Background: an optimization exercise with open tools, aiming at small area. Do not read the settings as production practice.
Where RTL was checked, it was by simulation tests only, not by an equivalence proof against the original.
No functional check of the RTL was part of runs 2 and 3.
The flow treats the clock pin as an ideal source, which a real chip does not have.
Power and IR drop assume default switching activity.

**config.mk**
```make
export PLATFORM = sky130hd
export DESIGN_NAME = regfile_sb
export DESIGN_NICKNAME = regfile_sb
export VERILOG_FILES = /design/flow/design.v
export SDC_FILE = /design/flow/constraint.sdc
export NUM_CORES = 8
export LEC_CHECK = 0
export CAP_MARGIN = 20
export CORE_MARGIN = 2
export CORE_UTILIZATION = 40
export SLEW_MARGIN = 20
```
**constraint.sdc**
```tcl
create_clock -name core_clock -period 7.0 [get_ports {clock}]
set_input_delay 1.4000 -clock core_clock [delete_from_list [all_inputs] [get_ports {clock}]]
set_output_delay 1.4000 -clock core_clock [all_outputs]
set_load 0.01 [all_outputs]
```
**design.v**
```verilog
package regfile_pkg;
  localparam int DEFAULT_DATA_W = 32;
  localparam int DEFAULT_ADDR_W = 5;
  localparam int REG_ZERO       = 0;
endpackage
module regfile_scoreboard
#(
  parameter int ADDR_W = regfile_pkg::DEFAULT_ADDR_W
) (
  input  logic                 clock,
  input  logic                 reset,
  input  logic                 set_en,
  input  logic [ADDR_W-1:0]    set_addr,
  input  logic                 clr_en,
  input  logic [ADDR_W-1:0]    clr_addr,
  output logic [2**ADDR_W-1:0] busy
);
  localparam int                DEPTH     = 2**ADDR_W;
  localparam logic [ADDR_W-1:0] ZERO_ADDR = ADDR_W'(regfile_pkg::REG_ZERO);
  logic [DEPTH-1:0] busy_r;
  logic [DEPTH-1:0] busy_nxt_s;
  always_comb begin
    busy_nxt_s = busy_r;
    if (clr_en) begin
      busy_nxt_s[clr_addr] = 1'b0;
    end else begin
      busy_nxt_s[clr_addr] = busy_r[clr_addr];
    end
    if (set_en && (set_addr != ZERO_ADDR)) begin
      busy_nxt_s[set_addr] = 1'b1;
    end else begin
      busy_nxt_s[set_addr] = busy_nxt_s[set_addr];
    end
    busy_nxt_s[regfile_pkg::REG_ZERO] = 1'b0;
  end
  always_ff @(posedge clock) begin
    if (reset) begin
      busy_r <= {DEPTH{1'b0}};
    end else begin
      busy_r <= busy_nxt_s;
    end
  end
  assign busy = busy_r;
endmodule
module regfile_sb
#(
  parameter int DATA_W = regfile_pkg::DEFAULT_DATA_W,
  parameter int ADDR_W = regfile_pkg::DEFAULT_ADDR_W,
  parameter int NREAD  = 2
) (
  input  logic                    clock,
  input  logic                    reset,
  input  logic                    we,
  input  logic [ADDR_W-1:0]       waddr,
  input  logic [DATA_W-1:0]       wdata,
  input  logic [NREAD*ADDR_W-1:0] raddr,
  output logic [NREAD*DATA_W-1:0] rdata,
  input  logic                    busy_set,
  input  logic [ADDR_W-1:0]       busy_addr,
  output logic [NREAD-1:0]        pending,
  output logic                    stall
);
  localparam int                DEPTH     = 2**ADDR_W;
  localparam logic [ADDR_W-1:0] ZERO_ADDR = ADDR_W'(regfile_pkg::REG_ZERO);
  logic [DATA_W-1:0] mem_r [DEPTH];
  logic [DEPTH-1:0]  busy_s;
  logic [ADDR_W-1:0] port_addr_s [NREAD];
  logic [NREAD-1:0]  bypass_hit_s;
  regfile_scoreboard #(
    .ADDR_W (ADDR_W)
  ) u_scoreboard (
    .clock    (clock),
    .reset    (reset),
    .set_en   (busy_set),
    .set_addr (busy_addr),
    .clr_en   (we),
    .clr_addr (waddr),
    .busy     (busy_s)
  );
  always_ff @(posedge clock) begin
    if (reset) begin
      for (int i = 0; i < DEPTH; i++) begin
        mem_r[i] <= {DATA_W{1'b0}};
      end
    end else if (we && (waddr != ZERO_ADDR)) begin
      mem_r[waddr] <= wdata;
    end
  end
  always_comb begin
    rdata   = {(NREAD*DATA_W){1'b0}};
    pending = {NREAD{1'b0}};
    for (int i = 0; i < NREAD; i++) begin
      port_addr_s[i] = raddr[i*ADDR_W +: ADDR_W];
      bypass_hit_s[i] = 1'b0;
      if (bypass_hit_s[i]) begin
        rdata[i*DATA_W +: DATA_W] = wdata;
        pending[i]                = 1'b0;
      end else if (port_addr_s[i] == ZERO_ADDR) begin
        rdata[i*DATA_W +: DATA_W] = {DATA_W{1'b0}};
        pending[i]                = 1'b0;
      end else begin
        rdata[i*DATA_W +: DATA_W] = mem_r[port_addr_s[i]];
        pending[i]                = busy_s[port_addr_s[i]];
      end
    end
  end
  assign stall = |pending;
endmodule
```
**run.sh**
```bash
#!/bin/bash
# synth_recipe.tcl (not shown) runs the flow's synth.tcl, then flattens the netlist and writes it again
# the make line also repeats each setting of config.mk as NAME=value (left out here)
make -C /OpenROAD-flow-scripts/flow DESIGN_CONFIG=/design/flow/config.mk WORK_HOME=/design/flow/orfs CLKGATE_MAP_FILE= SYNTH_SCRIPT=/design/flow/synth_recipe.tcl finish
```
==> flow_summary.json, run 1 <==
{
  "crit_buf_inv": 3,
  "grt_overflow": 0,
  "worstSkewPairLatency_ns": 0.78,
  "place.port_buffers": 122,
  "synth_cell_types": 81,
  "worst_ep_arrival_time_ns": 4.63,
  "rsz0062_at_grt": "no",
  "critPathMaxFanout": 65,
  "slowest_stage": "buf_8",
  "worst_pin_slew_ns": 1.149,
  "grt_usage_pct": 27.75,
  "cts_tree": "done",
  "maxCapViolCount": 0,
  "grt_pass1_vias": 36570,
  "routed-via-count": 36383,
  "synth_top_cell_by_area": "edfxtp_1",
  "power_density_nw_per_um2": 240.3,
  "min_period_ns": 6.034,
  "status": "complete, no violations",
  "clk_path_buf_depth": 3,
  "worst_hold_path_type": "flip-flop to flip-flop",
  "internal-power_uw": 11760,
  "path_class": "input port to output pin",
  "drt_wl_total_mm": 203.6,
  "ir_worst_vdd_v": 0.0002112,
  "cellLeakagePower_uw": 0.02196,
  "numCtsBuffers": 116,
  "h-tree-depth": 3,
  "io_pins": 123,
  "core_area_um2": 143800,
  "ys.flop_type": "edfxtp_1",
  "grt_first_pass_wirelength_mm": 285.9,
  "swShare_pct": 25.62,
  "synth_edf_count": 1024,
  "clk_pin_slew_worst_paths_ns": 0.06,
  "p_sw_uw": 4049,
  "initial_core_util_pct": 40.36,
  "async_flop_share_pct": 0,
  "netlist_top_cells_area": "edfxtp_1 (53%), mux4_2 (26%), and2_1 (11%)",
  "min_period_over_period_pct": 86.20,
  "drive_gt1_share_pct": 28.52,
  "finClkSkew_ns": 0.009083,
  "first_pass_iters": 6,
  "comb_power_share_pct": 13.6,
  "critical-path-top-delay-family": "buffers and inverters",
  "grt_max_degree": 81,
  "drc_errors": 0,
  "synth_top_area_share_pct": 52.97,
  "endpoint_kind": "output pin",
  "p_total_uw": 15810,
  "clk_root_buffer_cell": "clkbuf_16",
  "fillers": 12272,
  "syn_to_final_growth_pct": 13.30,
  "viasPerCell": 6.355,
  "cts_setup_buffers": 0,
  "rrSetupSlack_ns": 3.53,
  "yosys_warnings": 3,
  "tns_ns": 0,
  "seq_power_share_pct": 47.0,
  "required_ns": 5.60,
  "synthTopCellsByCount": "and2_1 (1027), edfxtp_1 (1024), mux4_2 (658)",
  "clock.fmax_ghz": 0.1657,
  "cts_sinks": 1055,
  "syn_area_um2": 58050,
  "relSlewSlack_pct": 23.41,
  "netlist_instances": 3737,
  "ys_seq_area_share_pct": 54.04,
  "setup_viol": 0,
  "cts_resized": 0,
  "die_height_um": 385.0,
  "die-area_um2": 148200,
  "cp_cell_sequence": "buf_8, buf_12, mux4_2, mux4_2, mux2i_1, nor2_1, clkdlybuf4s50_1",
  "max_stage_delay_ns": 0.59,
  "synth_most_common_cell": "and2_1",
  "place_congestion": 0.9496,
  "dpl.hpwl_mm": 114.2,
  "slew_violations": 0,
  "die_w_um": 385.0,
  "drtIter0Drc": 5643,
  "ys_seq_elements": 1055,
  "wl_per_cell_um": 35.57,
  "hold_slack_ns": 0.7940,
  "finalHoldViolCount": 0,
  "cp_common_cell": "mux4_2",
  "grt_antenna_before_repair": 18,
  "ant_nets": 0,
  "power_frac_clock_pct": 39.5,
  "avgSynthCellArea_um2": 15.53,
  "finalNetCount": 3784,
  "postCtsHoldBufs": 0,
  "cp-start-kind": "input port",
  "rows": 139
}
-- cell families (layout without fill, tap and decap cells) --
kind of cell	after synthesis	in the layout	synth area share [%]
XOR/XNOR	4	4	0.06036
multiplexers	747	747	27.08
other	0	7	0
adder cells (fa/ha/maj)	9	9	0.1940
AO/OA/AOI/OAI	173	173	2.276
AND/OR/NAND/NOR	1334	1334	13.63
flip-flops	1055	1055	54.04
buffers and inverters	415	493	2.714
-- worst paths after layout --
| kind | from | to | cells after the start |
|---|---|---|---|
| setup reg to reg | u_scoreboard.busy_r[20]$_SDFF_PP0_ | u_scoreboard.busy_r[15]$_SDFF_PP0_ | 12 |
| hold reg to reg | u_scoreboard.busy_r[16]$_SDFF_PP0_ | u_scoreboard.busy_r[16]$_SDFF_PP0_ | 4 |
| setup / recovery | raddr[0] | rdata[17] | 7 |
| hold / removal | u_scoreboard.busy_r[16]$_SDFF_PP0_ | u_scoreboard.busy_r[16]$_SDFF_PP0_ | 4 |
-- tightest hold or removal path, delay by kind of cell, from the launching register on --
kind	cells	cell delay, ns
AND/OR/NAND/NOR	1	0.11
flip-flops	1	0.36
AO/OA/AOI/OAI	3	0.27
-- metrics by stage --
| step | setup slack (ns) | instances | util (%) | instance area (um^2) |
|---|---|---|---|---|
| final | 0.9659 | 5725 | 45.73 | 65770 |
| after global placement | 0.9540 | 5504 | 43.09 | 61970 |
| after floorplan | 1.655 | 3737 | - | 58050 |
| after detailed placement | 0.9229 | 5504 | 43.09 | 61970 |
| after CTS | 0.9273 | 5718 | 45.73 | 65770 |
| after global routing | 0.8239 | 5719 | 45.72 | 65760 |
-- state kept, by name, indices dropped and copies added (netlist names) --
register,cells
mem_r,1024
u_scoreboard.busy_r,31
-- routing by layer --
metal | up-vias | track usage [%] | part of all wire, %
met5 | - | 0 | 0.011
met4 | 4 | 11.03 | 4.5
met3 | 448 | 5.571 | 11
met2 | 2269 | 43.99 | 47
met1 | 19163 | 37.64 | 38
li1 | 14499 | - | -
-- power groups by stage --
stage | clock, uW | combinational, uW | sequential, uW
2_1_floorplan | 0 | 1290 | 7480
3_3_place_gp | 0 | 2140 | 7530
3_5_place_dp | 0 | 2140 | 7550
4_1_cts | 6280 | 2140 | 7420
5_1_grt | 6530 | 2230 | 7460
6_report | 6240 | 2150 | 7420
-- area by class of cell --
class / instances / area [um^2] / area share (%)
clock inverters: 79 / 800.8 / 1.217
flip-flops and latches: 1055 / 31370 / 47.69
multi-input cells: 2267 / 25360 / 38.56
diodes: 7 / 17.52 / 0.02663
well taps: 1903 / 2381 / 3.620
clock buffers: 135 / 2995 / 4.554
inverters: 13 / 48.80 / 0.07419
repair buffers: 266 / 2800 / 4.257
-- cell usage in the layout (no fill, tap or decap), types with 34 or more instances in the layout --
master | Yosys | final
mux2i_1 | 82 | 82
or2_2 | 35 | 35
buf_4 | 2 | 108
nand2_1 | 46 | 46
nor2_4 | 0 | 34
mux4_2 | 658 | 658
clkbuf_16 | 0 | 117
and2_1 | 1027 | 1027
nor2_1 | 125 | 91
edfxtp_1 | 1024 | 1024
clkdlybuf4s50_1 | 0 | 109
buf_12 | 0 | 40
==> run 2, diff against run 1 <==
==> design.v (replaced) <==
package regfile_pkg;
  localparam int DEFAULT_DATA_W = 32;
  localparam int DEFAULT_ADDR_W = 5;
  localparam int REG_ZERO       = 0;
endpackage
module regfile_scoreboard
#(
  parameter int DEPTH = 32
) (
  input  logic             clock,
  input  logic             reset,
  input  logic [DEPTH-1:1] set_oh,
  input  logic [DEPTH-1:1] clr_oh,
  output logic [DEPTH-1:0] busy
);
  logic [DEPTH-1:1] busy_r;
  always_ff @(posedge clock) begin
    if (reset) begin
      busy_r <= '0;
    end else begin
      busy_r <= set_oh | (busy_r & ~clr_oh);
    end
  end
  assign busy = {busy_r, 1'b0};
endmodule
module regfile_sb
#(
  parameter int DATA_W = regfile_pkg::DEFAULT_DATA_W,
  parameter int ADDR_W = regfile_pkg::DEFAULT_ADDR_W,
  parameter int NREAD  = 2
) (
  input  logic                    clock,
  input  logic                    reset,
  input  logic                    we,
  input  logic [ADDR_W-1:0]       waddr,
  input  logic [DATA_W-1:0]       wdata,
  input  logic [NREAD*ADDR_W-1:0] raddr,
  output logic [NREAD*DATA_W-1:0] rdata,
  input  logic                    busy_set,
  input  logic [ADDR_W-1:0]       busy_addr,
  output logic [NREAD-1:0]        pending,
  output logic                    stall
);
  localparam int DEPTH = 2**ADDR_W;
  logic [DATA_W-1:0] mem_r [DEPTH-1:1];
  logic [DEPTH-1:0]  busy_s;
  logic [DEPTH-1:1]  wr_oh;
  logic [DEPTH-1:1]  set_oh;
  logic [DATA_W-1:0] wdata_s;
  always_comb begin
    for (int i = 1; i < DEPTH; i++) begin
      wr_oh[i]  = we && (waddr == ADDR_W'(i));
      set_oh[i] = busy_set && (busy_addr == ADDR_W'(i));
    end
  end
  assign wdata_s = reset ? '0 : wdata;
  always_ff @(posedge clock) begin
    for (int i = 1; i < DEPTH; i++) begin
      if (reset || wr_oh[i]) begin
        mem_r[i] <= wdata_s;
      end
    end
  end
  regfile_scoreboard #(
    .DEPTH (DEPTH)
  ) u_scoreboard (
    .clock  (clock),
    .reset  (reset),
    .set_oh (set_oh),
    .clr_oh (wr_oh),
    .busy   (busy_s)
  );
  for (genvar p = 0; p < NREAD; p++) begin : g_port
    logic [DEPTH-1:1] sel;
    rf_decode #(.ADDR_W(ADDR_W)) u_dec (
      .addr (raddr[p*ADDR_W +: ADDR_W]),
      .sel  (sel)
    );
    for (genvar b = 0; b <= DATA_W; b++) begin : g_bit
      logic [DEPTH-1:1] col;
      logic             out;
      for (genvar i = 1; i < DEPTH; i++) begin : g_col
        if (b < DATA_W) begin : g_d
          assign col[i] = mem_r[i][b];
        end else begin : g_p
          assign col[i] = busy_s[i];
        end
      end
      rf_read_bit #(.DEPTH(DEPTH)) u_rd (
        .sel (sel),
        .col (col),
        .out (out)
      );
      if (b < DATA_W) begin : g_od
        assign rdata[p*DATA_W + b] = out;
      end else begin : g_op
        assign pending[p] = out;
      end
    end
  end
  assign stall = |pending;
endmodule
module rf_decode
#(
  parameter int ADDR_W = 5
) (
  input  logic [ADDR_W-1:0]       addr,
  output logic [2**ADDR_W-1:1]    sel
);
  always_comb begin
    for (int i = 1; i < 2**ADDR_W; i++) begin
      sel[i] = (addr == ADDR_W'(i));
    end
  end
endmodule
module rf_aoi3 (
  input  logic [2:0] s,
  input  logic [2:0] d,
  output logic       y_n
);
  assign y_n = ~|(s & d);
endmodule
module rf_read_bit
#(
  parameter int DEPTH = 32
) (
  input  logic [DEPTH-1:1] sel,
  input  logic [DEPTH-1:1] col,
  output logic             out
);
  localparam int NG = (DEPTH - 1) / 3;
  localparam int NR = (DEPTH - 1) - 3*NG;
  logic [NG+NR-1:0] grp_n;
  for (genvar g = 0; g < NG; g++) begin : g_grp
    rf_aoi3 u_aoi (
      .s   (sel[3*g+1 +: 3]),
      .d   (col[3*g+1 +: 3]),
      .y_n (grp_n[g])
    );
  end
  for (genvar r = 0; r < NR; r++) begin : g_rem
    assign grp_n[NG+r] = ~(sel[3*NG+1+r] & col[3*NG+1+r]);
  end
  assign out = ~&grp_n;
endmodule
--- a/config.mk
+++ b/config.mk
@@ -7,5 +7,9 @@
 export LEC_CHECK = 0
 export CAP_MARGIN = 20
 export CORE_MARGIN = 2
-export CORE_UTILIZATION = 40
+export CORE_UTILIZATION = 60
+export CTS_CLUSTER_DIAMETER = 100
+export CTS_CLUSTER_SIZE = 30
 export SLEW_MARGIN = 20
+export SYNTH_HIERARCHICAL = 1
+export SYNTH_MINIMUM_KEEP_SIZE = 0
==> flow_summary.json, run 2 <==
{
  "finalHoldViolCount": 0,
  "clk_root_buffer_cell": "clkbuf_16",
  "cp_cell_sequence": "clkdlybuf4s50_1, nand2b_1, nor2_4, buf_4, a222oi_1, nand4_1, a2111o_1, clkdlybuf4s50_1",
  "finalNonFillerCells": 3468,
  "postCtsHoldBufs": 0,
  "cts_tree": "done",
  "syn_to_final_growth_pct": 12.01,
  "worst_pin_slew_ns": 1.249,
  "maxCapViolCount": 0,
  "cp-start-kind": "input port",
  "fin_area_um2": 46210,
  "viasPerCell": 8.732,
  "met3_length_mm": 28.20,
  "cts_sinks": 1023,
  "syn_area_um2": 41260,
  "wl_met1_mm": 50.68,
  "fillers": 4530,
  "placed_area_um2": 45020,
  "worst_ep_arrival_time_ns": 5.17,
  "endpoint_kind": "output pin",
  "clock.fmax_ghz": 0.1523,
  "grt_usage_pct": 41.71,
  "clk_path_buf_depth": 3,
  "timing.final.ws_setup_ns": 0.4330,
  "h-tree-depth": 2,
  "drtIter0Drc": 8488,
  "avgSynthCellArea_um2": 17.37,
  "setup_viol": 0,
  "netlist_instances": 2375,
  "wl_per_cell_um": 43.63,
  "relSlewSlack_pct": 16.56,
  "reg_top3": "mem_r (992), u_scoreboard.busy_r (31)",
  "max_stage_delay_ns": 0.61,
  "mostFrequentLayoutCell": "edfxtp_1",
  "top_layer": "met5",
  "min_period_ns": 6.567,
  "io_pins": 123,
  "finClkSkew_ns": 0,
  "dp_cells": 3405,
  "die-area_um2": 70880,
  "post-route-util_pct": 67.62,
  "power_density_nw_per_um2": 252.1,
  "min_period_over_period_pct": 93.81,
  "clk_pin_slew_worst_paths_ns": 0.11,
  "initial_core_util_pct": 60.37,
  "cp_common_cell": "clkdlybuf4s50_1",
  "worst_hold_path_type": "flip-flop to flip-flop",
  "ant_nets": 0,
  "cts_resized": 0,
  "die_height_um": 266.2,
  "cts_setup_buffers": 0,
  "pre_cts_ws_ns": 0.5947,
  "ir_worst_vdd_v": 0.0003154,
  "rows": 96,
  "required_ns": 5.60,
  "place.port_buffers": 122,
  "slowest_stage": "clkdlybuf4s50_1",
  "worstSkewPairLatency_ns": 0.63,
  "status": "complete, no violations",
  "drc_errors": 0,
  "core_area_um2": 68350,
  "cellLeakagePower_uw": 0.01470,
  "first_pass_iters": 11,
  "grt_overflow": 0,
  "path_class": "input port to output pin",
  "drive_gt1_share_pct": 11.90,
  "die_w_um": 266.2,
  "grt_antenna_before_repair": 14,
  "grt_max_degree": 56,
  "seq_area_um2": 30410,
  "hold_depth": 2,
  "dpl.hpwl_mm": 88.61,
  "wl_met2_mm": 65.22,
  "yosys_warnings": 10,
  "grt_pass1_vias": 28770,
  "drt_wl_total_mm": 151.3,
  "place_congestion": 0.9690,
  "largest_register_ffs": 992,
  "r2r_cells": 2,
  "top_register": "mem_r",
  "critPathMaxFanout": 16,
  "finalNetCount": 2622,
  "mostFrequentLayoutCells": "edfxtp_1 (992), a222oi_1 (660), nand4_1 (134)",
  "slew_violations": 0,
  "rsz0062_at_grt": "no",
  "multi_input_area_um2": 11030,
  "tns_ns": 0,
  "grt_first_pass_wirelength_mm": 208.2,
  "routed-via-count": 30284,
  "numCtsBuffers": 40
}
run 2: report_power, final:
group	leakage, uW	total [uW]	switching [uW]	internal (uW)
Sequential	0.00984	7540	262	7280
Combinational	0.00433	1210	807	403
Clock	0.000531	2900	1800	1100
Total	0.0147	11700	2870	8780
run 2: critical path, delay by kind of cell:
kind | cells | cell delay [ns]
and+or+nand+nor | 3 | 1.36
AOI/OAI and AO/OA | 2 | 1.01
buffers and inverters | 3 | 1.38
run 2: final timing paths:
check | startpoint | end | slack [ns]
worst max-delay path | raddr[3] | rdata[6] | 0.43
worst min-delay path | u_scoreboard.busy_r[4]$_SDFF_PP0_ | u_scoreboard.busy_r[4]$_SDFF_PP0_ | 0.50
worst max register to register | u_scoreboard.busy_r[1]$_SDFF_PP0_ | u_scoreboard.busy_r[1]$_SDFF_PP0_ | 6.30
worst min register to register | u_scoreboard.busy_r[4]$_SDFF_PP0_ | u_scoreboard.busy_r[4]$_SDFF_PP0_ | 0.50
run 2: cell type report:
type,count,share of cell area [%]
inverters,31,0.2518
clock inverters,4,0.07852
diodes,6,0.03249
well taps,882,2.388
multi-input cells,1222,23.86
repair buffers,248,5.280
flip-flops and latches,1023,65.80
clock buffers,52,2.309
run 2: per-layer routing:
layer | GRT usage, % | vias to the layer above
met1 | 57.69 | 14971
met2 | 60.63 | 3148
met4 | 15.62 | 8
met5 | 0 | -
li1 | - | 11660
met3 | 15.71 | 497
run 2: metrics by stage:
stage,hold WS [ns],power [uW]
after global placement,0.4721,8752
after CTS,0.4956,11570
after floorplan,0.4556,8182
final,0.5036,11650
after detailed placement,0.4785,8824
after global routing,0.5218,11880
==> run 3, diff against run 2 <==
--- a/design.v
+++ b/design.v
@@ -42,23 +42,39 @@
   output logic                    stall
 );
   localparam int DEPTH = 2**ADDR_W;
-  logic [DATA_W-1:0] mem_r [DEPTH-1:1];
+  logic              phase_r;
+  logic [DATA_W-1:0] mem_r   [DEPTH-1:1];
+  logic [DATA_W-1:0] mem_nxt [DEPTH-1:1];
   logic [DEPTH-1:0]  busy_s;
   logic [DEPTH-1:1]  wr_oh;
+  logic [DEPTH-1:1]  ld;
+  logic [DEPTH-1:1]  ld_n;
   logic [DEPTH-1:1]  set_oh;
-  logic [DATA_W-1:0] wdata_s;
+  logic [DATA_W-1:0] wbus;
   always_comb begin
     for (int i = 1; i < DEPTH; i++) begin
       wr_oh[i]  = we && (waddr == ADDR_W'(i));
       set_oh[i] = busy_set && (busy_addr == ADDR_W'(i));
+      ld[i]     = reset || wr_oh[i];
+      ld_n[i]   = !(reset || wr_oh[i]);
     end
   end
-  assign wdata_s = reset ? '0 : wdata;
+  assign wbus = reset ? '1 : (wdata ^ {DATA_W{phase_r}});
+  always_ff @(posedge clock) begin
+    phase_r <= !(phase_r || reset);
+  end
+  for (genvar i = 1; i < DEPTH; i++) begin : g_word
+    rf_word_next #(.W(DATA_W)) u_nxt (
+      .q    (mem_r[i]),
+      .ld   (ld[i]),
+      .ld_n (ld_n[i]),
+      .wbus (wbus),
+      .d    (mem_nxt[i])
+    );
+  end
   always_ff @(posedge clock) begin
     for (int i = 1; i < DEPTH; i++) begin
-      if (reset || wr_oh[i]) begin
-        mem_r[i] <= wdata_s;
-      end
+      mem_r[i] <= mem_nxt[i];
     end
   end
   regfile_scoreboard #(
@@ -72,10 +88,12 @@
   );
   for (genvar p = 0; p < NREAD; p++) begin : g_port
     logic [DEPTH-1:1] sel;
+    logic             flip;
     rf_decode #(.ADDR_W(ADDR_W)) u_dec (
       .addr (raddr[p*ADDR_W +: ADDR_W]),
       .sel  (sel)
     );
+    assign flip = phase_r && (raddr[p*ADDR_W +: ADDR_W] != '0);
     for (genvar b = 0; b <= DATA_W; b++) begin : g_bit
       logic [DEPTH-1:1] col;
       logic             out;
@@ -86,26 +104,45 @@
           assign col[i] = busy_s[i];
         end
       end
-      rf_read_bit #(.DEPTH(DEPTH)) u_rd (
-        .sel (sel),
-        .col (col),
-        .out (out)
-      );
       if (b < DATA_W) begin : g_od
+        rf_read_bit #(.DEPTH(DEPTH)) u_rd (
+          .sel  (sel),
+          .col  (col),
+          .flip (flip),
+          .out  (out)
+        );
         assign rdata[p*DATA_W + b] = out;
       end else begin : g_op
+        rf_read_bit #(.DEPTH(DEPTH)) u_rd (
+          .sel  (sel),
+          .col  (col),
+          .flip (1'b0),
+          .out  (out)
+        );
         assign pending[p] = out;
       end
     end
   end
   assign stall = |pending;
 endmodule
+module rf_word_next
+#(
+  parameter int W = 32
+) (
+  input  logic [W-1:0] q,
+  input  logic         ld,
+  input  logic         ld_n,
+  input  logic [W-1:0] wbus,
+  output logic [W-1:0] d
+);
+  assign d = ~((q | {W{ld}}) & (wbus | {W{ld_n}}));
+endmodule
 module rf_decode
 #(
   parameter int ADDR_W = 5
 ) (
-  input  logic [ADDR_W-1:0]       addr,
-  output logic [2**ADDR_W-1:1]    sel
+  input  logic [ADDR_W-1:0]    addr,
+  output logic [2**ADDR_W-1:1] sel
 );
   always_comb begin
     for (int i = 1; i < 2**ADDR_W; i++) begin
@@ -126,6 +163,7 @@
 ) (
   input  logic [DEPTH-1:1] sel,
   input  logic [DEPTH-1:1] col,
+  input  logic             flip,
   output logic             out
 );
   localparam int NG = (DEPTH - 1) / 3;
@@ -141,5 +179,5 @@
   for (genvar r = 0; r < NR; r++) begin : g_rem
     assign grp_n[NG+r] = ~(sel[3*NG+1+r] & col[3*NG+1+r]);
   end
-  assign out = ~&grp_n;
+  assign out = (~&grp_n) ^ flip;
 endmodule
--- a/config.mk
+++ b/config.mk
@@ -9,7 +9,7 @@
 export CORE_MARGIN = 2
 export CORE_UTILIZATION = 60
 export CTS_CLUSTER_DIAMETER = 100
-export CTS_CLUSTER_SIZE = 30
+export CTS_CLUSTER_SIZE = 24
 export SLEW_MARGIN = 20
 export SYNTH_HIERARCHICAL = 1
 export SYNTH_MINIMUM_KEEP_SIZE = 0
==> flow_summary.json, run 3 <==
{
  "status": "complete, but fails checks",
  "so_faults": "setup timing",
  "seq_power_share_pct": 56.3,
  "rrSetupSlack_ns": 4.61,
  "comb_power_share_pct": 17.8,
  "endpoint": "rdata[31]",
  "rows": 95,
  "drc_errors": 0,
  "finalNetCount": 3844,
  "netlist_instances": 3715,
  "clk_root_buffer_cell": "clkbuf_16",
  "timing.rr.end": "mem_r[23][0]$_DFF_P_",
  "io_pins": 123,
  "min_period_over_period_pct": 100.0,
  "drt_wl_total_mm": 178.1,
  "rsz0062_at_grt": "no",
  "maxCapViolCount": 0,
  "internal-power_uw": 8822,
  "relSlewSlack_pct": 15.29,
  "multi_input_area_um2": 18470,
  "seq_area_um2": 20500,
  "reg_top3": "mem_r (992), u_scoreboard.busy_r (31), phase_r (1)",
  "slew_violations": 0,
  "startpoint": "raddr[1]",
  "ant_nets": 0,
  "cellLeakagePower_uw": 0.01529,
  "grt_first_pass_wirelength_mm": 255.4,
  "die_height_um": 264.1,
  "viasPerCell": 8.886,
  "place.port_buffers": 122,
  "max_stage_delay_ns": 1.00,
  "critPathMaxFanout": 33,
  "finClkSkew_ns": 0.01341,
  "timing.final.ws_setup_ns": -0.003177,
  "p_sw_uw": 3858,
  "ir_worst_vdd_v": 0.0002404,
  "initial_core_util_pct": 60.57,
  "path_class": "input port to output pin",
  "slowest_stage": "nor2_4",
  "grt_pass1_vias": 39957,
  "dpl.hpwl_mm": 106.8,
  "die_w_um": 264.1,
  "cts_setup_buffers": 0,
  "worst_pin_slew_ns": 1.268,
  "power_density_nw_per_um2": 285.0,
  "syn_area_um2": 40600,
  "top_register": "mem_r",
  "yosys_warnings": 12,
  "worst_hold_path_type": "flip-flop to flip-flop",
  "die-area_um2": 69770,
  "h-tree-depth": 2,
  "largest_register_ffs": 992,
  "grt_usage_pct": 48.40,
  "hold_slack_ns": 0.4742,
  "mostFrequentLayoutCell": "dfxtp_1",
  "numCtsBuffers": 49,
  "grt_antenna_before_repair": 3,
  "cp_common_cell": "clkdlybuf4s50_1",
  "crit_buf_inv": 2,
  "core_area_um2": 67040,
  "worstSkewPairLatency_ns": 0.68,
  "fillers": 5252,
  "cts_resized": 0,
  "first_pass_iters": 13,
  "tns_ns": -0.003177,
  "finalHoldViolCount": 0,
  "swShare_pct": 30.42,
  "cp_num_cells": 8,
  "min_period_ns": 7.003,
  "setup_viol": 1,
  "r2r-start": "phase_r$_DFF_P_",
  "cp-start-kind": "input port",
  "clock.fmax_ghz": 0.1428,
  "worst_ep_arrival_time_ns": 5.60,
  "avgSynthCellArea_um2": 10.93,
  "place_congestion": 0.9928,
  "routed-via-count": 41482,
  "clk_pin_slew_worst_paths_ns": 0.09,
  "wl_per_cell_um": 38.16,
  "cts_sinks": 1024,
  "cp_cell_sequence": "clkdlybuf4s50_1, nand3b_1, nor2_4, a222oi_1, nand4_1, a2111oi_2, xnor2_1, clkdlybuf4s50_1",
  "power_frac_clock_pct": 25.8,
  "syn_to_final_growth_pct": 9.571,
  "grt_overflow": 0,
  "grt_max_degree": 73,
  "drtIter0Drc": 9524,
  "postCtsHoldBufs": 0,
  "cts_tree": "done",
  "pre_cts_ws_ns": 0.5051,
  "critical-path-top-delay-family": "simple AND/OR/NAND/NOR gates",
  "r2r_cells": 5,
  "drive_gt1_share_pct": 11.81,
  "required_ns": 5.60,
  "mostFrequentLayoutCells": "dfxtp_1 (1023), o22ai_1 (992), a222oi_1 (660)",
  "clk_path_buf_depth": 3,
  "endpoint_kind": "output pin"
}
run 3: through the flow:
step | cell area, um^2 | util (%) | total power (uW) | cells
2_1_floorplan | 40610 | - | 8521 | 3716
5_1_grt | 44490 | 66.36 | 12980 | 4668
6_report | 44490 | 66.36 | 12680 | 4668
3_5_place_dp | 43040 | 64.20 | 9376 | 4607
3_3_place_gp | 43000 | 64.15 | 9253 | 4605
4_1_cts | 44400 | 66.23 | 12500 | 4664
run 3: power groups by stage:
stage	clock [uW]	sequential (uW)	combinational [uW]
floorplan	0	7090	1430
global placement	0	7180	2070
detailed placement	0	7240	2130
CTS	3250	7110	2140
global route	3460	7220	2310
finish	3270	7140	2260
run 3: metal layers:
metal / global-route usage [%] / part of all wire [%] / vias up
li1: - / - / 16421
met1: 60.03 / 33 / 19730
met2: 67.60 / 40 / 4247
met3: 16.40 / 17 / 1082
met4: 40.62 / 9.8 / 2
met5: 0.1386 / 0.0079 / -
run 3: worst min path at each step:
stage                     startpoint                    end  depth (start not counted)  slack, ns
6_report       mem_r[29][28]$_DFF_P_  mem_r[29][28]$_DFF_P_                          1       0.47
5_1_grt        mem_r[29][14]$_DFF_P_  mem_r[29][14]$_DFF_P_                          1       0.48
4_1_cts        mem_r[29][14]$_DFF_P_  mem_r[29][14]$_DFF_P_                          1       0.47
3_5_place_dp   mem_r[13][30]$_DFF_P_  mem_r[13][30]$_DFF_P_                          1       0.46
3_3_place_gp    mem_r[1][13]$_DFF_P_   mem_r[1][13]$_DFF_P_                          1       0.45
2_1_floorplan   mem_r[10][0]$_DFF_P_   mem_r[10][0]$_DFF_P_                          1       0.44
run 3: area by class of cell:
type	count	share of cell area, %
clock buffers	52	2.899
well taps	873	2.455
repair buffers	320	6.623
clock inverters	5	0.1603
multi-input cells	2362	41.52
diodes	1	0.005625
flip-flops and latches	1024	46.08
inverters	31	0.2615
==> run 4, diff against run 3 <==
--- a/design.v
+++ b/design.v
@@ -8,18 +8,13 @@
   parameter int DEPTH = 32
 ) (
   input  logic             clock,
-  input  logic             reset,
   input  logic [DEPTH-1:1] set_oh,
-  input  logic [DEPTH-1:1] clr_oh,
+  input  logic [DEPTH-1:1] ld,
   output logic [DEPTH-1:0] busy
 );
   logic [DEPTH-1:1] busy_r;
   always_ff @(posedge clock) begin
-    if (reset) begin
-      busy_r <= '0;
-    end else begin
-      busy_r <= set_oh | (busy_r & ~clr_oh);
-    end
+    busy_r <= set_oh | (busy_r & ~ld);
   end
   assign busy = {busy_r, 1'b0};
 endmodule
@@ -54,12 +49,12 @@
   always_comb begin
     for (int i = 1; i < DEPTH; i++) begin
       wr_oh[i]  = we && (waddr == ADDR_W'(i));
-      set_oh[i] = busy_set && (busy_addr == ADDR_W'(i));
+      set_oh[i] = busy_set && !reset && (busy_addr == ADDR_W'(i));
       ld[i]     = reset || wr_oh[i];
-      ld_n[i]   = !(reset || wr_oh[i]);
-    end
-  end
-  assign wbus = reset ? '1 : (wdata ^ {DATA_W{phase_r}});
+      ld_n[i]   = reset || !wr_oh[i];
+    end
+  end
+  assign wbus = wdata ^ {DATA_W{phase_r}};
   always_ff @(posedge clock) begin
     phase_r <= !(phase_r || reset);
   end
@@ -81,9 +76,8 @@
     .DEPTH (DEPTH)
   ) u_scoreboard (
     .clock  (clock),
-    .reset  (reset),
     .set_oh (set_oh),
-    .clr_oh (wr_oh),
+    .ld     (ld),
     .busy   (busy_s)
   );
   for (genvar p = 0; p < NREAD; p++) begin : g_port
@@ -159,25 +153,58 @@
 endmodule
 module rf_read_bit
 #(
-  parameter int DEPTH = 32
+  parameter int DEPTH = 32   
 ) (
   input  logic [DEPTH-1:1] sel,
   input  logic [DEPTH-1:1] col,
   input  logic             flip,
   output logic             out
 );
-  localparam int NG = (DEPTH - 1) / 3;
-  localparam int NR = (DEPTH - 1) - 3*NG;
-  logic [NG+NR-1:0] grp_n;
-  for (genvar g = 0; g < NG; g++) begin : g_grp
+  logic [10:0] grp_n;
+  logic [2:0]  part;
+  logic        raw;
+  for (genvar g = 0; g < 10; g++) begin : g_grp
     rf_aoi3 u_aoi (
       .s   (sel[3*g+1 +: 3]),
       .d   (col[3*g+1 +: 3]),
       .y_n (grp_n[g])
     );
   end
-  for (genvar r = 0; r < NR; r++) begin : g_rem
-    assign grp_n[NG+r] = ~(sel[3*NG+1+r] & col[3*NG+1+r]);
-  end
-  assign out = (~&grp_n) ^ flip;
-endmodule
+  rf_nand2 u_lone (.a ({sel[31], col[31]}), .y (grp_n[10]));
+  rf_nand4 u_p0 (.a (grp_n[3:0]), .y (part[0]));
+  rf_nand4 u_p1 (.a (grp_n[7:4]), .y (part[1]));
+  rf_nand3 u_p2 (.a (grp_n[10:8]), .y (part[2]));
+  rf_or3   u_fin (.a (part), .y (raw));
+  rf_xor2  u_flip (.a (raw), .b (flip), .y (out));
+endmodule
+module rf_nand4 (
+  input  logic [3:0] a,
+  output logic       y
+);
+  assign y = ~&a;
+endmodule
+module rf_nand2 (
+  input  logic [1:0] a,
+  output logic       y
+);
+  assign y = ~&a;
+endmodule
+module rf_nand3 (
+  input  logic [2:0] a,
+  output logic       y
+);
+  assign y = ~&a;
+endmodule
+module rf_or3 (
+  input  logic [2:0] a,
+  output logic       y
+);
+  assign y = |a;
+endmodule
+module rf_xor2 (
+  input  logic a,
+  input  logic b,
+  output logic y
+);
+  assign y = a ^ b;
+endmodule
--- a/config.mk
+++ b/config.mk
@@ -7,9 +7,10 @@
 export LEC_CHECK = 0
 export CAP_MARGIN = 20
 export CORE_MARGIN = 2
-export CORE_UTILIZATION = 60
+export CORE_UTILIZATION = 45
 export CTS_CLUSTER_DIAMETER = 100
 export CTS_CLUSTER_SIZE = 24
+export SETUP_SLACK_MARGIN = 0.15
 export SLEW_MARGIN = 20
 export SYNTH_HIERARCHICAL = 1
 export SYNTH_MINIMUM_KEEP_SIZE = 0
==> flow_summary.json, run 4 <==
{
  "status": "complete, no violations",
  "critPathMaxFanout": 33,
  "critical-path-top-delay-family": "simple AND/OR/NAND/NOR gates",
  "worstSkewPairLatency_ns": 0.65,
  "timing.final.ws_setup_ns": 0.1371,
  "drtIter0Drc": 8661,
  "cellLeakagePower_uw": 0.01573,
  "min_period_over_period_pct": 98.04,
  "worst_hold_path_type": "flip-flop to flip-flop",
  "wl_per_cell_um": 35.64,
  "hold_depth": 1,
  "dpl.hpwl_mm": 108.2,
  "worst_ep_arrival_time_ns": 5.46,
  "slew_violations": 0,
  "mostFrequentLayoutCell": "dfxtp_1",
  "grt_first_pass_wirelength_mm": 249.8,
  "reg_top3": "mem_r (992), u_scoreboard.busy_r (31), phase_r (1)",
  "avgSynthCellArea_um2": 10.87,
  "cp_num_cells": 8,
  "netlist_instances": 3676,
  "drive_gt1_share_pct": 10.59,
  "grt_pass1_vias": 36545,
  "first_pass_iters": 13,
  "dp_cells": 4841,
  "grt_usage_pct": 36.53,
  "finClkSkew_ns": 0.01862,
  "die_height_um": 302.0,
  "hold_start": "mem_r[17][1]$_DFF_P_",
  "h-tree-depth": 2,
  "rows": 109,
  "cts_sinks": 1024,
  "drc_errors": 0,
  "cts_tree": "done",
  "largest_register_ffs": 992,
  "place_congestion": 0.9537,
  "clk_root_buffer_cell": "clkbuf_16",
  "met3_length_mm": 25.53,
  "top_register": "mem_r",
  "finalNetCount": 3790,
  "core_area_um2": 88240,
  "r2r-start": "phase_r$_DFF_P_",
  "io_pins": 123,
  "place.port_buffers": 122,
  "numCtsBuffers": 49,
  "clock.fmax_ghz": 0.1457,
  "ir_worst_vdd_v": 0.0001879,
  "cp_cell_sequence": "clkdlybuf4s50_1, or3_1, nor2_4, a222oi_1, nand4_1, or3_1, xor2_1, clkdlybuf4s50_1",
  "initial_core_util_pct": 45.28,
  "relSlewSlack_pct": 14.48,
  "yosys_warnings": 12,
  "cts_setup_buffers": 0,
  "pre_cts_ws_ns": 0.4361,
  "r2r_cells": 4,
  "mostFrequentLayoutCells": "dfxtp_1 (1023), o22ai_1 (992), a222oi_1 (660)",
  "postCtsHoldBufs": 0,
  "slowest_stage": "nor2_4",
  "clk_path_buf_depth": 3,
  "max_stage_delay_ns": 0.98,
  "required_ns": 5.60,
  "path_class": "input port to output pin",
  "grt_max_degree": 38,
  "syn_area_um2": 39950,
  "finalHoldViolCount": 0,
  "drt_wl_total_mm": 175.0,
  "cp-start-kind": "input port",
  "viasPerCell": 7.992,
  "routed-via-count": 39234,
  "rsz0062_at_grt": "no",
  "min_period_ns": 6.863,
  "top_layer": "met5",
  "worst_pin_slew_ns": 1.283,
  "die_w_um": 302.0,
  "syn_to_final_growth_pct": 10.91,
  "startpoint": "raddr[2]",
  "clk_pin_slew_worst_paths_ns": 0.09,
  "power_density_nw_per_um2": 263.4,
  "wl_met2_mm": 72.55,
  "grt_antenna_before_repair": 9,
  "endpoint_kind": "output pin",
  "fillers": 8004,
  "ant_nets": 0,
  "die-area_um2": 91180,
  "cts_resized": 0,
  "wl_met1_mm": 65.61,
  "finalNonFillerCells": 4909,
  "grt_overflow": 0,
  "maxCapViolCount": 0,
  "tns_ns": 0,
  "setup_viol": 0,
  "crit_buf_inv": 2
}
==> run 4: power breakdown <==
| group | switching (uW) | leakage, uW | internal (uW) |
|---|---|---|---|
| sequential | 366 | 0.00858 | 6290 |
| clock | 1930 | 0.000628 | 1270 |
| combinational | 1110 | 0.00652 | 696 |
==> run 4: routing by layer <==
layer / vias up / global-route usage (%)
met4: 8 / 20.58
met2: 3327 / 53.47
met1: 19046 / 47.21
li1: 16209 / -
met5: - / 0.4658
met3: 644 / 12.15
==> run 4: worst paths after layout <==
kind,endpoint,slack [ns]
hold reg to reg,mem_r[17][1]$_DFF_P_,0.47
setup / recovery,rdata[19],0.14
hold / removal,mem_r[17][1]$_DFF_P_,0.47
setup reg to reg,mem_r[22][8]$_DFF_P_,4.55
==> run 4: through the flow <==
stage	hold slack, ns	utilization [%]	power, uW	instance area (um^2)
final	0.4724	50.21	11670	44310
after global routing	0.4854	50.20	11980	44300
after CTS	0.4730	49.98	11600	44100
after detailed placement	0.4580	48.52	8508	42810
after global placement	0.4496	48.41	8470	42710
after floorplan	0.4415	-	7783	39950
==> run 4: final cells by class <==
| class | count | area (um^2) | area share, % |
|---|---|---|---|
| timing repair buffer | 295 | 2940 | 6.636 |
| tap | 1165 | 1458 | 3.290 |
| multi-input combinational | 2333 | 17990 | 40.60 |
| sequential | 1024 | 20500 | 46.27 |
| antenna | 5 | 12.51 | 0.02824 |
| inverter | 31 | 116.4 | 0.2626 |
| clock buffer | 50 | 1230 | 2.776 |
| clock inverter | 6 | 57.56 | 0.1299 |
==> run 5, diff against run 4 <==
==> flow/run.sh (new file) <==
#!/bin/bash
# Layout flow: the standard flow (standard.sh, unchanged synthesis,
# floorplan, power grid, placement, CTS and routing), except that the
# input and output port buffers are the library's smallest buffer (buf_1)
# rather than the delay buffer the resizer picks by default.
# Runs in the standard flow's work folder; make's full output goes to standard_flow.log,
# and ORFS keeps each step's log under orfs/logs/.
set -euo pipefail
bash standard.sh "BUFFER_PORTS_ARGS=-buffer_cell sky130_fd_sc_hd__buf_1" finish > standard_flow.log 2>&1
test -s out/final.def
==> standard.sh (new file) <==
#!/bin/bash
# synth_recipe.tcl (not shown) runs the flow's synth.tcl, then flattens the netlist and writes it again
# the make line also repeats each setting of config.mk as NAME=value (left out here)
make -C /OpenROAD-flow-scripts/flow DESIGN_CONFIG=/design/flow/config.mk WORK_HOME=/design/flow/orfs CLKGATE_MAP_FILE= SYNTH_SCRIPT=/design/flow/synth_recipe.tcl "${@:-finish}"
--- a/config.mk
+++ b/config.mk
@@ -10,7 +10,6 @@
 export CORE_UTILIZATION = 45
 export CTS_CLUSTER_DIAMETER = 100
 export CTS_CLUSTER_SIZE = 24
-export SETUP_SLACK_MARGIN = 0.15
 export SLEW_MARGIN = 20
 export SYNTH_HIERARCHICAL = 1
 export SYNTH_MINIMUM_KEEP_SIZE = 0
removed: run.sh
==> flow_summary.json, run 5 <==
{
  "largest_register_ffs": 992,
  "max_stage_delay_ns": 0.84,
  "grt_usage_pct": 36.67,
  "grt_antenna_before_repair": 3,
  "wl_met1_mm": 65.50,
  "drc_errors": 0,
  "core_area_um2": 88240,
  "cts_sinks": 1024,
  "rrSetupSlack_ns": 4.62,
  "critPathMaxFanout": 33,
  "grt_overflow": 0,
  "mostFrequentLayoutCell": "dfxtp_1",
  "clk_path_buf_depth": 3,
  "rows": 109,
  "cellLeakagePower_uw": 0.01520,
  "maxCapViolCount": 0,
  "syn_to_final_growth_pct": 7.942,
  "slew_violations": 0,
  "place_congestion": 0.9682,
  "worstSkewPairLatency_ns": 0.67,
  "met3_length_mm": 27.04,
  "initial_core_util_pct": 45.28,
  "slowest_stage": "nor2_4",
  "finalNonFillerCells": 4881,
  "yosys_warnings": 12,
  "drt_wl_total_mm": 175.4,
  "io_pins": 123,
  "r2r_cells": 4,
  "tns_ns": 0,
  "top_layer": "met4",
  "ant_nets": 0,
  "drive_gt1_share_pct": 9.962,
  "cts_setup_buffers": 0,
  "avgSynthCellArea_um2": 10.87,
  "cp_num_cells": 9,
  "status": "complete, no violations",
  "mostFrequentLayoutCells": "dfxtp_1 (1023), o22ai_1 (992), a222oi_1 (660)",
  "h-tree-depth": 2,
  "min_period_over_period_pct": 87.25,
  "finalNetCount": 3766,
  "worst_pin_slew_ns": 1.271,
  "cts_resized": 0,
  "grt_max_degree": 39,
  "hold_slack_ns": 0.4732,
  "die-area_um2": 91180,
  "r2r-start": "phase_r$_DFF_P_",
  "rsz0062_at_grt": "no",
  "netlist_instances": 3676,
  "power_density_nw_per_um2": 267.1,
  "finalHoldViolCount": 0,
  "finClkSkew_ns": 0.02151,
  "clk_pin_slew_worst_paths_ns": 0.10,
  "wl_met2_mm": 70.34,
  "numCtsBuffers": 48,
  "worst_ep_arrival_time_ns": 4.71,
  "relSlewSlack_pct": 15.10,
  "min_period_ns": 6.108,
  "grt_first_pass_wirelength_mm": 250.4,
  "syn_area_um2": 39950,
  "cts_tree": "done",
  "grt_pass1_vias": 36364,
  "required_ns": 5.60,
  "hold_start": "mem_r[31][18]$_DFF_P_",
  "hold-path-endpoint": "mem_r[31][18]$_DFF_P_",
  "place.port_buffers": 122,
  "critical-path-top-delay-family": "simple AND/OR/NAND/NOR gates",
  "ir_worst_vdd_v": 0.0001868,
  "routed-via-count": 39470,
  "endpoint_kind": "output pin",
  "dp_cells": 4817,
  "cp_cell_sequence": "buf_1, nand2b_1, buf_4, nor2_4, a222oi_1, nand4_1, or3_1, xor2_1, buf_1",
  "reg_top3": "mem_r (992), u_scoreboard.busy_r (31), phase_r (1)",
  "post-route-util_pct": 48.87,
  "worst_hold_path_type": "flip-flop to flip-flop",
  "clk_root_buffer_cell": "clkbuf_16",
  "postCtsHoldBufs": 0,
  "drtIter0Drc": 9774,
  "wl_per_cell_um": 35.93,
  "die_height_um": 302.0,
  "timing.rr.end": "mem_r[8][12]$_DFF_P_",
  "first_pass_iters": 14,
  "top_register": "mem_r",
  "clock.fmax_ghz": 0.1637,
  "die_w_um": 302.0,
  "hold_depth": 1,
  "cp-start-kind": "input port",
  "path_class": "input port to output pin",
  "cp_common_cell": "buf_1",
  "setup_viol": 0,
  "dpl.hpwl_mm": 105.0,
  "crit_buf_inv": 3,
  "viasPerCell": 8.086
}
[run 5: through the flow]
stage | setup slack [ns] | total power, uW | area, um^2
CTS | 1.107 | 11410 | 42890
detailed placement | 1.119 | 8352 | 41630
global placement | 1.125 | 8317 | 41570
floorplan | 1.892 | 7783 | 39950
global route | 0.8779 | 11830 | 43120
finish | 0.8923 | 11520 | 43120
[run 5: how the worst max path moves through the flow]
stage,to,start,slack (ns)
2_1_floorplan,stall,raddr[9],1.89
3_3_place_gp,rdata[45],raddr[9],1.12
3_5_place_dp,rdata[45],raddr[9],1.12
4_1_cts,rdata[45],raddr[9],1.11
5_1_grt,rdata[29],raddr[4],0.88
6_report,rdata[45],raddr[9],0.89
[run 5: cell type report]
type | count | area [um^2]
timing repair buffer | 272 | 1772
tap | 1165 | 1458
clock buffer | 51 | 1234
clock inverter | 3 | 26.28
multi-input combinational | 2333 | 18010
antenna | 2 | 5.005
fill | 8189 | 45110
sequential | 1024 | 20500
inverter | 31 | 116.4
[run 5: where the power goes]
group | internal, uW | total, uW | switching, uW
logic | 554 | 1670 | 1110
clock network | 1270 | 3190 | 1930
registers | 6290 | 6660 | 365
[run 5: worst register-to-register path, delay by kind of cell, from the launching register on]
| family | cells | cell delay (ns) |
|---|---|---|
| DFF | 1 | 0.50 |
| buffers and inverters | 2 | 1.25 |
| xor gates and xnor gates | 1 | 0.28 |
| AOI/OAI and AO/OA | 1 | 0.18 |
[run 5: layer usage]
layer | vias to the layer above | global-route usage (%)
met1 | 19050 | 49.16
met3 | 704 | 11.28
met5 | - | 0
met4 | 0 | 21.33
met2 | 3568 | 51.98
li1 | 16148 | -
==> run 6, diff against run 5 <==
==> flow/run.sh (replaced) <==
#!/bin/bash
# Layout flow: the standard flow (standard.sh: unchanged synthesis,
# floorplan, power grid, placement, CTS and routing) with three changes:
#  - the input and output port buffers are the library's smallest buffer
#    (buf_1) rather than the delay buffer the resizer picks by default;
#  - CTS builds the same clustered tree (24 sinks, 100 um) without dummy
#    loads;
#  - after CTS, post_cts.tcl downsizes cells on paths with timing slack.
# Runs in the standard flow's work folder; make's full output goes to standard_flow.log,
# and ORFS keeps each step's log under orfs/logs/.
set -euo pipefail
here=$(pwd)
bash standard.sh \
  "BUFFER_PORTS_ARGS=-buffer_cell sky130_fd_sc_hd__buf_1" \
  "CTS_ARGS=-sink_clustering_enable -repair_clock_nets -sink_clustering_size 24 -sink_clustering_max_diameter 100 -dont_use_dummy_load" \
  "POST_CTS_TCL=$here/flow/post_cts.tcl" \
  finish > standard_flow.log 2>&1
test -s out/final.def
==> flow/post_cts.tcl (new file) <==
# Area recovery after CTS: downsize cells on paths with timing slack
# (repair_timing's power recovery), then legalize the placement again.
estimate_parasitics -placement
repair_timing -recover_power 100 -setup_margin 0.3 -verbose
detailed_placement
check_placement -verbose
estimate_parasitics -placement
report_design_area
==> flow_summary.json, run 6 <==
{
  "setup_viol": 0,
  "syn_area_um2": 39950,
  "tns_ns": 0,
  "grt_pass1_vias": 36403,
  "netlist_instances": 3676,
  "drt_wl_total_mm": 175.9,
  "cp-start-kind": "input port",
  "min_period_over_period_pct": 88.18,
  "rsz0062_at_grt": "no",
  "viasPerCell": 8.052,
  "status": "complete, no violations",
  "yosys_warnings": 12,
  "worst_pin_slew_ns": 1.269,
  "die-area_um2": 91180,
  "relSlewSlack_pct": 15.23,
  "syn_to_final_growth_pct": 9.609,
  "io_pins": 123,
  "power_density_nw_per_um2": 263.2,
  "reg_top3": "mem_r (992), u_scoreboard.busy_r (31), phase_r (1)",
  "drc_errors": 0,
  "mostFrequentLayoutCells": "dfxtp_1 (1024), o22ai_1 (992), a222oi_1 (660)",
  "wl_per_cell_um": 35.76,
  "seq_power_share_pct": 57.8,
  "clock.fmax_ghz": 0.1620,
  "grt_overflow": 0,
  "r2r_cells": 5,
  "critPathMaxFanout": 25,
  "fillers": 8123,
  "drtIter0Drc": 9316,
  "endpoint_kind": "output pin",
  "hold_depth": 1,
  "grt_usage_pct": 36.66,
  "dpl.hpwl_mm": 105.0,
  "required_ns": 5.60,
  "mostFrequentLayoutCell": "dfxtp_1",
  "ant_nets": 0,
  "clk_pin_slew_worst_paths_ns": 0.10,
  "power_frac_clock_pct": 27.1,
  "comb_power_share_pct": 15.1,
  "slew_violations": 0,
  "worstSkewPairLatency_ns": 0.66,
  "finalNetCount": 3808,
  "swShare_pct": 29.44,
  "placed_area_um2": 41630,
  "largest_register_ffs": 992,
  "place.port_buffers": 122,
  "cts_tree": "done",
  "p_total_uw": 11520,
  "place_congestion": 0.9682,
  "avgSynthCellArea_um2": 10.87,
  "ir_worst_vdd_v": 0.0001842,
  "cts_sinks": 1024,
  "first_pass_iters": 15,
  "timing.final.ws_setup_ns": 0.8276,
  "finalHoldViolCount": 0,
  "cellLeakagePower_uw": 0.01555,
  "core_area_um2": 88240,
  "path_class": "input port to output pin",
  "top_register": "mem_r",
  "fin_area_um2": 43790,
  "min_period_ns": 6.172,
  "grt_antenna_before_repair": 4,
  "grt_first_pass_wirelength_mm": 250.3,
  "p_sw_uw": 3392,
  "internal-power_uw": 8131,
  "worst_ep_arrival_time_ns": 4.77,
  "maxCapViolCount": 0,
  "drive_gt1_share_pct": 10.59,
  "die_w_um": 302.0,
  "routed-via-count": 39600,
  "pre_cts_ws_ns": 1.119,
  "rows": 109,
  "finClkSkew_ns": 0.03248,
  "worst_hold_path_type": "flip-flop to flip-flop",
  "die_height_um": 302.0,
  "initial_core_util_pct": 45.28,
  "grt_max_degree": 39
}
run 6: changes by cell type in the layout (fill, tap and decap cells not counted), sizes merged:
cell / delta
inv: -3
clkbuf: +53
diode: +1
buf: -14
run 6: worst paths after layout:
path / slack (ns) / startpoint / endpoint
max reg2reg: 4.02 / phase_r$_DFF_P_ / mem_r[4][0]$_DFF_P_
max: 0.83 / raddr[4] / rdata[22]
min reg2reg: 0.47 / mem_r[31][7]$_DFF_P_ / mem_r[31][7]$_DFF_P_
min: 0.47 / mem_r[31][7]$_DFF_P_ / mem_r[31][7]$_DFF_P_
run 6: power by group through the flow:
stage	clock (uW)	combinational (uW)	sequential, uW
floorplan	0	1110	6680
global placement	0	1560	6760
detailed placement	0	1580	6770
global route	3330	1790	6710
finish	3130	1740	6660
run 6: through the flow:
| step | instances | util [%] | hold slack (ns) |
|---|---|---|---|
| 2_1_floorplan | 3677 | - | 0.4415 |
| 3_3_place_gp | 4814 | 47.11 | 0.4502 |
| 3_5_place_dp | 4817 | 47.18 | 0.4590 |
| 5_1_grt | 4917 | 49.62 | 0.4894 |
| 6_report | 4918 | 49.63 | 0.4723 |
run 6: per-layer routing:
metal | global-route usage, % | part of all wire (%) | vias up | wire, um
li1 | - | - | 16225 | -
met3 | 11.43 | 15 | 725 | 26870
met2 | 51.37 | 40 | 3514 | 69940
met5 | 0 | 0 | - | 0
met1 | 49.18 | 38 | 19136 | 65960
met4 | 22.25 | 7.4 | 0 | 13090
run 6: cell type report:
type,count,area [um^2],share of cell area (%)
well taps,1165,1458,3.329
repair buffers,314,2526,5.769
diodes,3,7.507,0.01714
flip-flops and latches,1024,20500,46.81
inverters,31,116.4,0.2657
clock buffers,48,1201,2.743
multi-input cells,2333,17980,41.06
run 6: critical path, cell delays in order:
cell	delay [ns]
buf_1	0.27
nand2b_1	0.56
clkbuf_1	0.41
nor2_4	0.07
buf_12	0.18
clkbuf_1	0.26
a222oi_1	0.51
nand4_1	0.32
or3_1	0.48
xor2_1	0.16
buf_1	0.15

-- port drivers added, routing unchanged --
The results above use ideal ports. As a check the final layouts listed here were re-extracted and re-timed, cells and wires unchanged.
Step 1, drivers: a clkbuf_16 drives clock and a buf_2 each remaining input, both assumed.
Step 2 also shifts input and output timing later by t, the mid clock arrival at the registers, as if the neighbouring blocks saw the same clock.
Slacks: ideal / step 1 / step 2; pairs: ideal / step 1.
run	t (ns)	setup WS [ns]	worst hold slack (ns)	worst setup path after step 2	clock arrival spread, ns
run 1	0.823	0.966 / 0.879 / 0.879	0.794 / 0.794 / 0.794	input to output	0.074 / 0.074
run 2	0.689	0.433 / 0.408 / 0.408	0.504 / 0.504 / 0.504	input to output	0.034 / 0.034
run 3	0.739	-0.003 / -0.024 / -0.024	0.474 / 0.474 / 0.474	input to output	0.020 / 0.020
run 4	0.723	0.137 / 0.109 / 0.109	0.472 / 0.472 / 0.472	input to output	0.034 / 0.034
run 5	0.721	0.892 / 0.866 / 0.866	0.473 / 0.473 / 0.473	input to output	0.036 / 0.036
run 6	0.712	0.828 / 0.804 / 0.804	0.472 / 0.472 / 0.472	input to output	0.039 / 0.039
For run 1, which loses most, drivers alone change the setup slack by -0.087 ns; drivers and shift together by -0.087 ns.
